From an optimization exercise on the open Yosys and OpenROAD flow, aimed at small area; shortcuts taken in it are not production practice.
Where RTL was checked, it was by simulation tests only, not by an equivalence proof against the original.

== run a ==
==> module sw_top, before the edit <==
module sw_top (
    input  logic          clk,
    input  logic          reset,
    input  logic          valid_i,
    input  logic [1:0]    data_ref_i,
    input  logic [1:0]    data_query_i,
    output logic          finish_o,
    output logic [20:0]   best_o
);
    logic [6:0]  cnt_q;      
    logic [5:0]  rp_q;       
    logic [3:0]  qp_q;       
    logic        bub_q;      
    logic        loaded, front, take, run, real_cell, row_end, first_row, front_row, first_cell, done;
    assign loaded    = cnt_q[6];
    assign front     = (cnt_q[6:4] == 3'd0);
    assign take      = valid_i & ~loaded;
    assign run       = ~front;
    assign real_cell = run & ~bub_q;
    assign row_end   = (qp_q == 4'd0);
    assign first_row = (rp_q == 6'd1);
    assign front_row = ((rp_q[5:4] == 2'd0) & (rp_q[3:0] != 4'd0)) | (rp_q == 6'd16);
    assign first_cell = first_row & (qp_q == 4'd1);
    assign done      = loaded & first_cell;
    logic [31:0] qry_q;      
    logic [31:0] frt_q;      
    logic [95:0] bck_q;      
    always_ff @(posedge clk) begin
        if ((take & front) | run)
            qry_q <= {qry_q[29:0], run ? qry_q[31:30] : data_query_i};
        if ((take & front) | (real_cell & row_end & front_row))
            frt_q <= {frt_q[29:0], data_ref_i};
        if ((take & ~front) | (real_cell & row_end & ~front_row))
            bck_q <= {bck_q[93:0], data_ref_i};
    end
    logic [1:0] qbase, rbase;
    assign qbase = qry_q[31:30];
    assign rbase = front_row ? frt_q[31:30] : bck_q[95:94];
    logic [3:0] ring_q [0:15];
    logic [3:0] ring_in;
    always_ff @(posedge clk) begin
        ring_q[0] <= ring_in;
        for (int k = 1; k < 16; k++) ring_q[k] <= ring_q[k-1];
    end
    logic [5:0] hl_q;        
    logic [2:0] vv_q;        
    logic       g_q;         
    logic [2:0] dd;
    logic       f;
    logic [2:0] u, l, d4, dd_new, vv_new;
    logic       zx, f_new, g_new, uh, lh, ul, lu;
    logic [5:0] h_new;
    logic [3:0] dm;
    always_comb begin
        dd = ring_q[15][3:1];
        f  = ring_q[15][0];
        u = dd + {2'b0, f};
        l = vv_q + {2'b0, g_q};
        zx = (hl_q[5:3] == 3'd0) & (vv_q[2] | vv_q[1]) &
             (hl_q[2:0] == {vv_q[2] & vv_q[1], ~vv_q[1], vv_q[0]});
        uh = u[2];                       
        lh = l[2];                       
        ul = 1'b1;
        lu = 1'b1;
        for (int k = 0; k < 3; k++) begin
            ul = (u[k] & ~l[k]) | ((u[k] | ~l[k]) & ul);
            lu = (l[k] & ~u[k]) | ((l[k] | ~u[k]) & lu);
        end
        if (rbase == qbase) begin
            d4    = 3'd6;
            f_new = (u == 3'd6);
            g_new = (l == 3'd6);
        end else if (uh | lh) begin
            d4    = ul ? u : l;
            f_new = ul;
            g_new = lu;
        end else begin
            d4    = zx ? 3'd4 : 3'd3;   
            f_new = ~zx & (u == 3'd3);
            g_new = ~zx & (l == 3'd3);
        end
        dd_new = d4 - vv_q;
        vv_new = d4 - dd;
        dm     = {1'b0, dd_new} - 4'd2;
        h_new  = hl_q + {{2{dm[3]}}, dm};
        ring_in = real_cell ? {dd_new, f_new} : (run ? ring_q[15] : 4'b0100);
    end
    always_ff @(posedge clk) begin
        if (row_end | ~run) begin
            hl_q <= '0;
            vv_q <= 3'd2;
            g_q  <= 1'b0;
        end else begin
            hl_q <= h_new;
            vv_q <= vv_new;
            g_q  <= g_new;
        end
    end
    logic [5:0] bs_q;
    logic [5:0] br_q;
    logic [3:0] bc_q;
    logic       upd;
    logic       tie;         
    logic       c_col, c_sc;
    always_comb begin
        c_col = 1'b0;
        for (int k = 0; k < 4; k++) c_col = (bc_q[k] & ~qp_q[k]) | ((bc_q[k] | ~qp_q[k]) & c_col);
        tie = (qp_q != 4'd0) & ((bc_q == 4'd0) | c_col);
        c_sc = tie;
        for (int k = 0; k < 6; k++) c_sc = (h_new[k] & ~bs_q[k]) | ((h_new[k] | ~bs_q[k]) & c_sc);
    end
    assign upd = real_cell & (first_cell | c_sc);
    always_ff @(posedge clk) begin
        if (upd) begin
            bs_q <= h_new;
            br_q <= rp_q;
            bc_q <= qp_q;
        end
    end
    logic [6:0]  cnt_inc;
    assign cnt_inc = cnt_q + {6'd0, take};
    logic [5:0]  osc_q;      
    logic [9:0]  opos_q;     
    logic        nz;
    assign nz = (osc_q != 6'd0);
    always_ff @(posedge clk) begin
        if (done) opos_q <= {br_q, bc_q};
    end
    always_ff @(posedge clk or posedge reset) begin
        if (reset) begin
            cnt_q <= '0;
            rp_q  <= 6'd1;
            qp_q  <= 4'd1;
            bub_q <= 1'b0;
            osc_q <= '0;
        end else begin
            cnt_q <= {cnt_inc[6] & ~done, cnt_inc[5:0]};
            if (done) osc_q <= bs_q;
            qp_q <= run ? qp_q + 4'd1 : 4'd1;
            rp_q <= rp_q + {5'd0, real_cell & row_end};
            if (run & row_end) begin
                bub_q <= ~loaded & (rp_q[5:1] == 5'b01000);
            end
        end
    end
    assign finish_o = ~run & (qp_q == 4'd2);
    assign best_o   = {2'b00, osc_q,
                       nz & (opos_q[9:4] == 6'd0), nz ? opos_q[9:4] : 6'd0, 1'b0,
                       nz & (opos_q[3:0] == 4'd0), nz ? opos_q[3:0] : 4'd0};
endmodule
==> flow/config.mk <==
export PLATFORM = sky130hd
export DESIGN_NAME = sw_top
export DESIGN_NICKNAME = sw_top
export VERILOG_FILES = /design/flow/design.v
export SDC_FILE = /design/flow/constraint.sdc
export NUM_CORES = 4
export LEC_CHECK = 0
export CAP_MARGIN = 20
export CORE_MARGIN = 2
export CORE_UTILIZATION = 40
export SLEW_MARGIN = 20
==> flow/constraint.sdc <==
create_clock -name core_clock -period 11.0 [get_ports {clk}]
set_input_delay 2.2000 -clock core_clock [delete_from_list [all_inputs] [get_ports {clk}]]
set_output_delay 2.2000 -clock core_clock [all_outputs]
set_load 0.01 [all_outputs]
standard.sh (not shown) runs the stock make flow with config.mk's settings and CLKGATE_MAP_FILE= SYNTH_SCRIPT=/design/flow/synth_recipe.tcl, a recipe that flattens the netlist after the stock synthesis.
==> flow/flow/run.sh <==
#!/bin/bash
# The standard layout (the standard.sh: unchanged synthesis, floorplan,
# power grid and placement) with two knobs changed:
#  - port buffers are sky130_fd_sc_hd__buf_1 instead of the default pick
#  - clock tree synthesis with these options and no dummy loads
# The run's full output goes to standard.log here; ORFS's own per-step logs
# are under orfs/logs/.
set -euo pipefail
export BUFFER_PORTS_ARGS="-buffer_cell sky130_fd_sc_hd__buf_1"
export CTS_ARGS="-sink_clustering_enable -repair_clock_nets -sink_clustering_size 20 -sink_clustering_max_diameter 60 -buf_list sky130_fd_sc_hd__clkbuf_8 -dont_use_dummy_load"
bash standard.sh > standard.log 2>&1
Edits applied to the flow inputs when going from run a to run b:
-- flow/design.v --
<<< run a, line 52
    logic       zx, f_new, g_new, uh, lh, ul, lu;
    logic [5:0] h_new;
    logic [3:0] dm;
    always_comb begin
        dd = ring_q[15][3:1];
        f  = ring_q[15][0];
        u = dd + {2'b0, f};
        l = vv_q + {2'b0, g_q};
>>> run b, line 52
    logic       zx, f_new, g_new, uh, lh, ul, lu;
    logic [5:0] h_new;
    always_comb begin
        if (first_row) begin
            dd = 3'd2;
            f  = 1'b0;
        end else begin
            dd = ring_q[15][3:1];
            f  = ring_q[15][0];
        end
        u = dd + {2'b0, f};
        l = vv_q + {2'b0, g_q};
<<< run a, line 83
        dd_new = d4 - vv_q;
        vv_new = d4 - dd;
        dm     = {1'b0, dd_new} - 4'd2;
        h_new  = hl_q + {{2{dm[3]}}, dm};
        ring_in = real_cell ? {dd_new, f_new} : (run ? ring_q[15] : 4'b0100);
    end
    always_ff @(posedge clk) begin
>>> run b, line 87
        dd_new = d4 - vv_q;
        vv_new = d4 - dd;
        h_new  = hl_q + {3'b0, dd_new} - 6'd2;
        ring_in = real_cell ? {dd_new, f_new} : ring_q[15];
    end
    always_ff @(posedge clk) begin
### Flow results
- | met3 wire length | higher: run b |
- Run b vs. run a: post-synthesis cell count +about 4.4%, global-route wire length before repair picked up an extra about 1.6%, number of buffers inserted to repair setup after CTS stayed essentially flat, number of cells in the design after placement +about 6%.
- Lower worst setup slack goes to run b over run a.
- Sort run b and run a by global-route usage over all layers, descending, and run b comes first.
Only the layout flow was run in run b; the RTL was not checked for function there.

sw_top, a different RTL version from the one above (not shown whole).
For scale: about 530 cells after synthesis, roughly 280 flip-flops, about 29 I/O pins, roughly 9500 µm² of cells after synthesis.
==> module sw_top, before the edit <==
module sw_top (
    input  logic          clk,
    input  logic          reset,
    input  logic          valid_i,
    input  logic [1:0]    data_ref_i,
    input  logic [1:0]    data_query_i,
    output logic          finish_o,
    output logic [20:0]   best_o
);
    logic [6:0]  cnt_q;      
    logic [5:0]  rp_q;       
    logic [3:0]  qp_q;       
    logic        bub_q;      
    logic        loaded, front, take, run, real_cell, row_end, first_row, front_row, first_cell, done;
    assign loaded    = cnt_q[6];
    assign front     = (cnt_q[6:4] == 3'd0);
    assign take      = valid_i & ~loaded;
    assign run       = ~front;
    assign real_cell = run & ~bub_q;
    assign row_end   = (qp_q == 4'd0);
    assign first_row = (rp_q == 6'd1);
    assign front_row = ((rp_q[5:4] == 2'd0) & (rp_q[3:0] != 4'd0)) | (rp_q == 6'd16);
    assign first_cell = first_row & (qp_q == 4'd1);
    assign done      = loaded & first_cell;
    logic [31:0] qry_q;      
    logic [31:0] frt_q;      
    logic [95:0] bck_q;      
    always_ff @(posedge clk) begin
        if ((take & front) | run)
            qry_q <= {qry_q[29:0], run ? qry_q[31:30] : data_query_i};
        if ((take & front) | (real_cell & row_end & front_row))
            frt_q <= {frt_q[29:0], data_ref_i};
        if ((take & ~front) | (real_cell & row_end & ~front_row))
            bck_q <= {bck_q[93:0], data_ref_i};
    end
    logic [1:0] qbase, rbase;
    assign qbase = qry_q[31:30];
    assign rbase = front_row ? frt_q[31:30] : bck_q[95:94];
    logic [3:0] ring_q [0:15];
    logic [3:0] ring_in;
    always_ff @(posedge clk) begin
        ring_q[0] <= ring_in;
        for (int k = 1; k < 16; k++) ring_q[k] <= ring_q[k-1];
    end
    logic [5:0] hl_q;        
    logic [2:0] vv_q;        
    logic       g_q;         
    logic [2:0] dd;
    logic       f;
    logic [2:0] u, l, d4, dd_new, vv_new;
    logic       zx, f_new, g_new, uh, lh, ul;
    logic [5:0] h_new;
    always_comb begin
        if (first_row) begin
            dd = 3'd2;
            f  = 1'b0;
        end else begin
            dd = ring_q[15][3:1];
            f  = ring_q[15][0];
        end
        u = dd + {2'b0, f};
        l = vv_q + {2'b0, g_q};
        zx = (hl_q[5:3] == 3'd0) & (vv_q[2] | vv_q[1]) &
             (hl_q[2:0] == {vv_q[2] & vv_q[1], ~vv_q[1], vv_q[0]});
        uh = u[2];                       
        lh = l[2];                       
        ul = (u >= l);
        if (rbase == qbase) begin
            d4    = 3'd6;
            f_new = (u == 3'd6);
            g_new = (l == 3'd6);
        end else if (uh | lh) begin
            d4    = ul ? u : l;
            f_new = ul;
            g_new = (l >= u);
        end else begin
            d4    = zx ? 3'd4 : 3'd3;   
            f_new = ~zx & (u == 3'd3);
            g_new = ~zx & (l == 3'd3);
        end
        dd_new = d4 - vv_q;
        vv_new = d4 - dd;
        h_new  = hl_q + {3'b0, dd_new} - 6'd2;
        ring_in = real_cell ? {dd_new, f_new} : ring_q[15];
    end
    always_ff @(posedge clk) begin
        if (row_end | ~run) begin
            hl_q <= '0;
            vv_q <= 3'd2;
            g_q  <= 1'b0;
        end else begin
            hl_q <= h_new;
            vv_q <= vv_new;
            g_q  <= g_new;
        end
    end
    logic [5:0] bs_q;
    logic [5:0] br_q;
    logic [3:0] bc_q;
    logic       upd;
    assign upd = real_cell & (first_cell | (h_new > bs_q) |
                 ((h_new == bs_q) & (qp_q != 4'd0) & ((bc_q == 4'd0) | (qp_q < bc_q))));
    always_ff @(posedge clk) begin
        if (upd) begin
            bs_q <= h_new;
            br_q <= rp_q;
            bc_q <= qp_q;
        end
    end
    logic [6:0]  cnt_inc;
    assign cnt_inc = cnt_q + {6'd0, take};
    logic [5:0]  osc_q;      
    logic [9:0]  opos_q;     
    logic        nz;
    assign nz = (osc_q != 6'd0);
    always_ff @(posedge clk) begin
        if (done) opos_q <= {br_q, bc_q};
    end
    always_ff @(posedge clk or posedge reset) begin
        if (reset) begin
            cnt_q <= '0;
            rp_q  <= 6'd1;
            qp_q  <= 4'd1;
            bub_q <= 1'b0;
            osc_q <= '0;
        end else begin
            cnt_q <= {cnt_inc[6] & ~done, cnt_inc[5:0]};
            if (done) osc_q <= bs_q;
            qp_q <= run ? qp_q + 4'd1 : 4'd1;
            rp_q <= rp_q + {5'd0, real_cell & row_end};
            if (run & row_end) begin
                bub_q <= ~loaded & (rp_q[5:1] == 5'b01000);
            end
        end
    end
    assign finish_o = ~run & (qp_q == 4'd2);
    assign best_o   = {2'b00, osc_q,
                       nz & (opos_q[9:4] == 6'd0), nz ? opos_q[9:4] : 6'd0, 1'b0,
                       nz & (opos_q[3:0] == 4'd0), nz ? opos_q[3:0] : 4'd0};
endmodule
clock: 11.0 ns
lec_check: 0
cap_margin: 20
core_margin: 2
core_utilization: 40
slew_margin: 20
Scripts as last shown in full above: flow/flow/run.sh
Next try:
--- a/flow/design.v
+++ b/flow/design.v
@@ -11,19 +11,18 @@
     logic [6:0]  cnt_q;      
     logic [5:0]  rp_q;       
     logic [3:0]  qp_q;       
     logic        bub_q;      
-    logic        loaded, front, take, run, real_cell, row_end, first_row, front_row, first_cell, done;
+    logic        loaded, front, take, run, real_cell, row_end, first_row, front_row, done;
     assign loaded    = cnt_q[6];
     assign front     = (cnt_q[6:4] == 3'd0);
     assign take      = valid_i & ~loaded;
     assign run       = ~front;
     assign real_cell = run & ~bub_q;
     assign row_end   = (qp_q == 4'd0);
     assign first_row = (rp_q == 6'd1);
     assign front_row = ((rp_q[5:4] == 2'd0) & (rp_q[3:0] != 4'd0)) | (rp_q == 6'd16);
-    assign first_cell = first_row & (qp_q == 4'd1);
-    assign done      = loaded & first_cell;
+    assign done      = loaded & first_row & (qp_q == 4'd1);
     logic [31:0] qry_q;      
     logic [31:0] frt_q;      
     logic [95:0] bck_q;      
     always_ff @(posedge clk) begin
@@ -98,12 +97,14 @@
     logic [5:0] bs_q;
     logic [5:0] br_q;
     logic [3:0] bc_q;
     logic       upd;
-    assign upd = real_cell & (first_cell | (h_new > bs_q) |
+    assign upd = real_cell & ((h_new > bs_q) |
                  ((h_new == bs_q) & (qp_q != 4'd0) & ((bc_q == 4'd0) | (qp_q < bc_q))));
     always_ff @(posedge clk) begin
-        if (upd) begin
+        if (!run) begin
+            bs_q <= '0;
+        end else if (upd) begin
             bs_q <= h_new;
             br_q <= rp_q;
             bc_q <= qp_q;
         end
What happened: Wire length stays flat. Area after synthesis barely changes. Register-to-register slack got worse by 0.25 ns. Cell count rose by 2.3%. Clock skew fell by 0.042 ns. Hold slack improved by 0.018 ns. Count of clock-buffer cells in the layout fell by 1.
For the first run of this note, only the layout was checked, not whether the RTL still works.

[separate check: timing with driven ports]
In the flow no input, the clock included, has a driving cell. The finished layouts below were timed again as built, in two steps.
Step 1 assumes that a clkbuf_16 drives the clock port and a buf_2 every other input.
Step 2, shift: input delay + t, output delay - t, t = (earliest + latest rising clock arrival at the registers) / 2. This alone moves slack from input paths to output paths.
Three values: ideal ports, drivers, drivers and shift; two values: the first two.
run | shift t [ns] | setup WS [ns] | worst setup path at the end | cell pins on the clock port's net
run a | 0.539 | 4.872 / 4.872 / 4.872 | register to register | 1
run b | 0.534 | 4.051 / 4.051 / 4.051 | register to register | 1
the first run of note 2 | 0.531 | 3.550 / 3.550 / 3.550 | register to register | 1
the second run of note 2 | 0.539 | 3.303 / 3.303 / 3.303 | register to register | 1
After both steps every run listed still meets setup and hold.
